This design comes from an exercise in tuning for small area on the open sky130 flow, not from production work. Function was checked by simulation only, so behaviour that the tests miss may differ from the original. Power is estimated from default activity; no workload was simulated. The clock port is modelled as an ideal driver; clocking choices that lean on that would not hold on a real chip.

==> exp/indigo: inputs <==
==> flow/design.v <==
`default_nettype none
package cpuPkg;
	typedef logic [32-1:0] word_t;
	typedef logic [12-1:0] pcAddr_t;
	typedef logic [5-1:0] regAddr_t;
	typedef enum logic [8-1:0] {
		opNop = 8'h00,
		opAdd = 8'h01,
		opSub = 8'h02,
		opMul = 8'h03,
		opXor = 8'h04,
		opOr = 8'h05,
		opAnd = 8'h06,
		opSll = 8'h07,
		opSra = 8'h08,
		opSrl = 8'h09,
		opSle = 8'h0A,
		opAddi = 8'h10,
		opSlli = 8'h11,
		opLw = 8'h20,
		opSw = 8'h21
	} opcode_t;
	typedef enum logic [3:0] {
		aluAdd, aluSub, aluMul, aluXor, aluOr,
		aluAnd, aluSll, aluSra, aluSrl, aluSle
	} aluOp_t;
	typedef enum logic [1:0] {srcReg, srcImm, srcShamt} operandSrc_t;
endpackage
`default_nettype wire
`default_nettype none
module cpuCore (
	input wire logic clk,
	input wire logic reset,
	input wire logic icacheReady,
	input wire logic [31:0] icacheInstr,
	output logic [11:0] icacheAddress,
	output logic icacheRequest,
	input wire logic dcacheReady,
	input wire logic [31:0] dcacheReadData,
	output logic [11:0] dcacheAddress,
	output logic dcacheRead,
	output logic dcacheWrite,
	output logic [31:0] dcacheWriteData
);
	localparam logic [3:0] cNop = 4'd0, cAdd = 4'd1, cSub = 4'd2, cMul = 4'd3,
		cXor = 4'd4, cOr = 4'd5, cAnd = 4'd6, cSll = 4'd7, cSra = 4'd8,
		cSrl = 4'd9, cSle = 4'd10, cAddi = 4'd11, cSlli = 4'd12, cLw = 4'd13,
		cSw = 4'd14;
	logic [32*10-1:0] bank0;
	logic [32*11-1:0] bank1;
	logic [32*10-1:0] bank2;
	logic [4:0] h1;
	logic [3:0] hc;
	logic [9:0] pc;
	logic irValid;
	logic [3:0] cls;
	logic [4:0] rd, ra;
	logic [13:0] fld;  
	logic aOk, bOk;
	logic [31:0] a, b, r;
	logic pendValid;
	logic [4:0] pendRd;
	logic [3:0] fCls;
	always_comb begin
		case (icacheInstr[7:0])
			8'h01: fCls = cAdd;
			8'h02: fCls = cSub;
			8'h03: fCls = cMul;
			8'h04: fCls = cXor;
			8'h05: fCls = cOr;
			8'h06: fCls = cAnd;
			8'h07: fCls = cSll;
			8'h08: fCls = cSra;
			8'h09: fCls = cSrl;
			8'h0A: fCls = cSle;
			8'h10: fCls = cAddi;
			8'h11: fCls = cSlli;
			8'h20: fCls = cLw;
			8'h21: fCls = cSw;
			default: fCls = cNop;
		endcase
	end
	logic fNeedB;
	assign fNeedB = (fCls <= cSle && fCls != cNop) || fCls == cSw;
	logic we0, we1, we2, weAny;
	assign we0 = pendValid && pendRd == {hc, 1'b1};
	assign we1 = pendValid && pendRd == h1;
	assign we2 = pendValid && pendRd == {hc, 1'b0};
	assign weAny = we0 || we1 || we2;
	logic [31:0] tail0, tail1, tail2;
	assign tail0 = we0 ? r : bank0[31:0];
	assign tail1 = we1 ? r : bank1[31:0];
	assign tail2 = we2 ? r : bank2[31:0];
	always_ff @(posedge clk) begin
		bank0 <= {tail0, bank0[32*10-1:32]};
		bank1 <= {tail1, bank1[32*11-1:32]};
		bank2 <= {tail2, bank2[32*10-1:32]};
	end
	always_ff @(posedge clk) begin
		if (reset) begin
			h1 <= 5'd1;
			hc <= 4'd1;
		end else begin
			h1 <= (h1 == 5'd31) ? 5'd1 : (h1 == 5'd1) ? 5'd22 : h1 + 5'd1;
			hc <= (hc == 4'd10) ? 4'd1 : hc + 4'd1;
		end
	end
	logic [4:0] rbSel;
	assign rbSel = (cls == cSw) ? rd : fld[13:9];
	logic aHit, bHit;
	logic [31:0] tA, tB;
	logic aC, bC, a1, b1;
	assign aC = ra[4:1] == hc;
	assign bC = rbSel[4:1] == hc;
	assign a1 = ra == h1;
	assign b1 = rbSel == h1;
	assign aHit = ra == 5'd0 || aC || a1;
	assign bHit = rbSel == 5'd0 || bC || b1;
	assign tA = ({32{aC && ra[0]}} & tail0) | ({32{a1}} & tail1) | ({32{aC && !ra[0]}} & tail2);
	assign tB = ({32{bC && rbSel[0]}} & tail0) | ({32{b1}} & tail1) | ({32{bC && !rbSel[0]}} & tail2);
	logic capA, capB;
	assign capA = irValid && !aOk && aHit;
	assign capB = irValid && !bOk && bHit;
	logic ready, rFree;
	assign ready = irValid && aOk && bOk;
	assign rFree = !pendValid || weAny;
	logic isMul, isSll, isShr, isAlu;
	assign isMul = cls == cMul;
	assign isSll = cls == cSll || cls == cSlli;
	assign isShr = cls == cSra || cls == cSrl;
	assign isAlu = cls == cAdd || cls == cSub || cls == cXor || cls == cOr ||
		cls == cAnd || cls == cSle || cls == cAddi;
	logic started;  
	logic mulStep, mulDone, shStep, loadR, done, writesRd;
	assign mulStep = ready && (isMul || isSll) && (started || rFree);
	assign mulDone = mulStep && (started ? cnt[4:1] == 4'd1 : cnt[4:1] == 4'd0);
	assign shStep = ready && isShr && cnt != 5'd0;
	assign dcacheRead = ready && cls == cLw && rFree;
	assign dcacheWrite = ready && cls == cSw;
	assign loadR = (ready && isAlu && rFree) ||
		(ready && isShr && cnt == 5'd0 && rFree) ||
		(dcacheRead && dcacheReady);
	assign done = (irValid && cls == cNop) || loadR || mulDone || dcacheWrite;
	assign writesRd = cls != cSw && cls != cNop;
	logic [31:0] immExt;
	assign immExt = {{18{fld[13]}}, fld};
	logic mulR, m30, m31, eB, eNB, eI, cin, sS, sC, sSum, sSle;
	assign mulR = started;
	assign m30 = isMul ? b[30] : isSll ? !started && !cnt[0] : 1'b1;
	assign m31 = isMul ? b[31] : isSll && !started && cnt[0];
	assign eB = cls == cAdd || cls == cXor || cls == cOr || cls == cAnd;
	assign eNB = cls == cSub || cls == cSle;
	assign eI = cls == cAddi || cls == cLw || cls == cSw;
	assign cin = cls == cSub;
	assign sS = cls == cXor || cls == cOr;
	assign sC = cls == cAnd || cls == cOr;
	assign sSle = cls == cSle;
	assign sSum = !(sS || sC || sSle);
	logic [31:0] x0, x1, x2, cs, cc, cc1, sum;
	logic [32:0] k;
	assign x0 = ({32{mulR}} & {r[29:0], 2'b00}) | ({32{eNB}} & ~b);
	assign x1 = {32{m30}} & a;
	assign x2 = ({32{m31}} & {a[30:0], 1'b0}) | ({32{eB}} & b) | ({32{eI}} & immExt);
	assign cs = x0 ^ x1 ^ x2;
	assign cc = (x0 & x1) | (x0 & x2) | (x1 & x2);
	assign cc1 = {cc[30:0], cin};
	assign k[0] = 1'b0;
	genvar gi;
	generate
		for (gi = 0; gi < 32; gi++) begin : ripple
			assign sum[gi] = cs[gi] ^ cc1[gi] ^ k[gi];
			assign k[gi+1] = (cs[gi] & cc1[gi]) | (cs[gi] & k[gi]) | (cc1[gi] & k[gi]);
		end
	endgenerate
	logic gt;
	assign gt = k[32] ^ cc[31];
	logic [31:0] res;
	assign res = ({32{sSum}} & sum) | ({32{sS}} & cs) | ({32{sC}} & cc) | {31'd0, sSle & !gt};
	assign dcacheAddress = sum[11:0];
	assign dcacheWriteData = b;
	logic fetch;
	assign fetch = (!irValid || done) && icacheReady;
	assign icacheAddress = {pc, 2'b00};
	assign icacheRequest = !reset;
	always_ff @(posedge clk) begin
		if (reset) begin
			pc <= 10'd0;
			irValid <= 1'b0;
		end else begin
			if (fetch)
				pc <= pc + 10'd1;
			if (fetch)
				irValid <= 1'b1;
			else if (done)
				irValid <= 1'b0;
		end
	end
	logic [4:0] cnt;
	assign cnt = fld[13:9];
	always_ff @(posedge clk) begin
		if (fetch) begin
			cls <= fCls;
			rd <= icacheInstr[31:27];
			ra <= icacheInstr[26:22];
			fld[8:0] <= icacheInstr[16:8];
		end
	end
	always_ff @(posedge clk) begin
		if (fetch) begin
			aOk <= 1'b0;
			bOk <= !fNeedB;
		end else begin
			if (capA)
				aOk <= 1'b1;
			if (capB)
				bOk <= 1'b1;
		end
	end
	always_ff @(posedge clk) begin
		if (fetch)
			fld[13:9] <= (fCls == cSlli) ? icacheInstr[16:12] : icacheInstr[21:17];
		else if (capB && cls == cMul)
			fld[13:9] <= 5'd31;
		else if (capB && (cls == cSll || cls == cSra || cls == cSrl))
			fld[13:9] <= tB[4:0];
		else if ((mulStep && started) || shStep)
			fld[13:9] <= (cnt[4:1] == 4'd0) ? 5'd0 : cnt - 5'd2;
	end
	always_ff @(posedge clk) begin
		if (fetch)
			started <= 1'b0;
		else if (mulStep)
			started <= 1'b1;
	end
	logic fill, sR1, sR2;
	assign fill = cls == cSra && a[31];
	assign sR2 = shStep && cnt != 5'd1;
	assign sR1 = shStep && cnt == 5'd1;
	logic [31:0] aNext;
	assign aNext = ({32{capA}} & tA) |
		({32{sR2}} & {{2{fill}}, a[31:2]}) | ({32{sR1}} & {fill, a[31:1]});
	always_ff @(posedge clk) begin
		a <= aNext | ({32{!(capA || shStep)}} & a);
	end
	always_ff @(posedge clk) begin
		if (capB || mulStep)
			b <= ({32{capB}} & tB) | ({32{!capB}} & {b[29:0], 2'b00});
	end
	always_ff @(posedge clk) begin
		if (dcacheRead && dcacheReady)
			r <= dcacheReadData;
		else if (loadR || mulStep)
			r <= res;
	end
	always_ff @(posedge clk) begin
		if (reset)
			pendValid <= 1'b0;
		else if (done && writesRd && rd != 5'd0)
			pendValid <= 1'b1;
		else if (weAny)
			pendValid <= 1'b0;
	end
	always_ff @(posedge clk) begin
		if (done && writesRd)
			pendRd <= rd;
	end
endmodule
`default_nettype wire
==> flow/flow/run.sh <==
#!/bin/bash
# The standard layout (standard.sh), with three changes:
#  - synthesis: the standard flow's own synthesis script, except that the ABC step maps for
#    area with flow/abc_area.script instead of ORFS's speed script (registers,
#    their names and the rest of the synthesis are unchanged);
#  - clock tree: no dummy loads, and clusters of up to 30 flip-flops per leaf buffer;
#  - ports buffered with buf_1 instead of the larger cell buffer_ports picks by itself.
# make's full output goes to standard.log; ORFS's per-step logs stay under orfs/logs.
set -euo pipefail
W=$PWD
# ORFS's synth.tcl, with the ABC script swapped just before ABC runs
sed 's#^\(\s*\)log_cmd abc {\*}\$abc_args#\1lset abc_args 1 '"$W"'/flow/abc_area.script\n\1log_cmd abc {*}$abc_args#' \
	"$FLOW_HOME/scripts/synth.tcl" > "$W/synth_area.tcl"
grep -q "abc_area.script" "$W/synth_area.tcl"
# The standard flow's synthesis script, sourcing that copy
sed 's#source \$::env(SCRIPTS_DIR)/synth.tcl#source '"$W"'/synth_area.tcl#' "$W/synth_recipe.tcl" > "$W/synth_recipe_area.tcl"
grep -q "synth_area.tcl" "$W/synth_recipe_area.tcl"
# standard.sh, with that synthesis script
sed 's#SYNTH_SCRIPT=[^ ]*#SYNTH_SCRIPT='"$W"'/synth_recipe_area.tcl#' "$W/standard.sh" > "$W/standard_area.sh"
grep -q "synth_recipe_area.tcl" "$W/standard_area.sh"
export CTS_ARGS="-sink_clustering_enable -repair_clock_nets -dont_use_dummy_load -sink_clustering_size 30 -sink_clustering_max_diameter 100"
export BUFFER_PORTS_ARGS="-buffer_cell sky130_fd_sc_hd__buf_1"
bash "$W/standard_area.sh" > standard.log 2>&1
==> flow/flow/abc_area.script <==
strash
dc2
dch -f
amap
strash
dc2
dch -f
amap
strash
dc2
dch -f
amap
strash
dc2
dch -f
amap
strash
dch -f
amap
topo
stime -c
dnsize -c
==> flow/standard.sh <==
#!/bin/bash
# synth_recipe.tcl (not shown) runs the flow's synth.tcl, then flattens the netlist and writes it again
# the make line also repeats each setting of config.mk as NAME=value (left out here)
make -C /OpenROAD-flow-scripts/flow DESIGN_CONFIG=/design/flow/config.mk WORK_HOME=/design/flow/orfs CLKGATE_MAP_FILE= SYNTH_SCRIPT=/design/flow/synth_recipe.tcl "${@:-finish}"
==> flow/config.mk <==
export PLATFORM = sky130hd
export DESIGN_NAME = cpuCore
export DESIGN_NICKNAME = cpuCore
export VERILOG_FILES = /design/flow/design.v
export SDC_FILE = /design/flow/constraint.sdc
export NUM_CORES = 4
export LEC_CHECK = 0
export CAP_MARGIN = 20
export CORE_MARGIN = 2
export CORE_UTILIZATION = 40
export SLEW_MARGIN = 20
export SYNTH_MEMORY_MAX_BITS = 65536
==> flow/constraint.sdc <==
create_clock -name core_clock -period 20.0 [get_ports {clk}]
set_input_delay 4.0000 -clock core_clock [delete_from_list [all_inputs] [get_ports {clk}]]
set_output_delay 4.0000 -clock core_clock [all_outputs]
set_load 0.01 [all_outputs]
==> exp/ember: changes against exp/indigo <==
--- a/flow/config.mk
+++ b/flow/config.mk
@@ -9,3 +9,3 @@
 export CORE_MARGIN = 2
-export CORE_UTILIZATION = 40
+export CORE_UTILIZATION = 55
 export SLEW_MARGIN = 20
==> exp/willow: changes against exp/indigo <==
--- a/flow/design.v
+++ b/flow/design.v
@@ -59,2 +59,4 @@
 	logic aOk, bOk;
+	logic [4:0] cnt;
+	assign cnt = fld[13:9];
 	logic [31:0] a, b, r;
@@ -197,4 +199,2 @@
 	end
-	logic [4:0] cnt;
-	assign cnt = fld[13:9];
 	always_ff @(posedge clk) begin
--- a/flow/config.mk
+++ b/flow/config.mk
@@ -9,3 +9,3 @@
 export CORE_MARGIN = 2
-export CORE_UTILIZATION = 40
+export CORE_UTILIZATION = 55
 export SLEW_MARGIN = 20
==> metrics.md <==
| Metric | Value |
|---|---|
| DR WL/cell | 21.72 µm |
| Core footprint | 0.05606 mm² |
| Vias per cell | 5.497 |
| Met3 Use GR | 4.159% |
| Power Density | 114.3 mW/mm² |
| DP Area | 0.03273 mm² |
| Outcome | timing/DRC/antenna clean |
| P_leak | 12.38 nW |
| Flop pwr share | 61.9% |
| Routed wl met2 | 31420 µm |
| Number of clock-tree buffers in the layout | 45 |
| DR top layer | met5 |
| Filler cells | 4516 |
| Worst vdd ir | 0.09092 mV |
| Met1 usage | 34.20% |
| Clock Power Share | 26.7% |
| Hold Path Sink | bank2[247] |
| WHS | 316.1 ps |
the above is filed under exp/ember

==> metrics.md <==
| Metric | Value |
|---|---|
| Outcome | timing/DRC/antenna clean |
| DR WL/cell | 21.72 µm |
| Filler cells | 4516 |
| DP Area | 0.03273 mm² |
| P_leak | 12.38 nW |
| Power Density | 114.3 mW/mm² |
| DR top layer | met5 |
| Flop pwr share | 61.9% |
| Met1 usage | 34.20% |
| Worst vdd ir | 0.09092 mV |
the above is filed under exp/willow

==> metrics.md <==
| Metric | Value |
|---|---|
| Outcome | timing/DRC/antenna clean |
| Power Density | 113.6 mW/mm² |
| Hold Path Sink | bank0[261] |
| Routed wl met2 | 31630 µm |
| Number of clock-tree buffers in the layout | 46 |
| WHS | 288.4 ps |
| Core footprint | 0.07708 mm² |
| Filler cells | 7010 |
| Clock Power Share | 27.0% |
| Met3 Use GR | 3.378% |
| Vias per cell | 5.061 |
| DR top layer | met4 |
| DP Area | 0.03309 mm² |
| Worst vdd ir | 0.05409 mV |
| P_leak | 12.39 nW |
| Met1 usage | 24.76% |
| Flop pwr share | 61.5% |
| DR WL/cell | 20.44 µm |
the above is filed under exp/indigo

## what the ideal ports hide
In the flow no input, the clock included, has a driving cell. The finished layouts below were timed again as built, in two steps.
Step 1, drivers: a clkbuf_16 drives clk and a buf_2 each remaining input, both assumed.
Step 2 adds t to the input delays and takes it off the output delays; t is the mean of the earliest and latest rising clock arrival at the registers after step 1. Input paths then give back, and output paths get back, about the clock's delay inside the block.
Slacks: no drivers / after step 1 / after step 2; pairs: no drivers / after step 1.
run | t, ns | slack for setup (ns) | cell pins on the clock port's net
exp/indigo | 0.650 | 2.362 / 2.362 / 2.362 | 1
exp/ember | 0.653 | 2.304 / 2.304 / 2.304 | 1
exp/willow | 0.653 | 2.304 / 2.304 / 2.304 | 1
After both steps setup and hold are still met in every run listed.
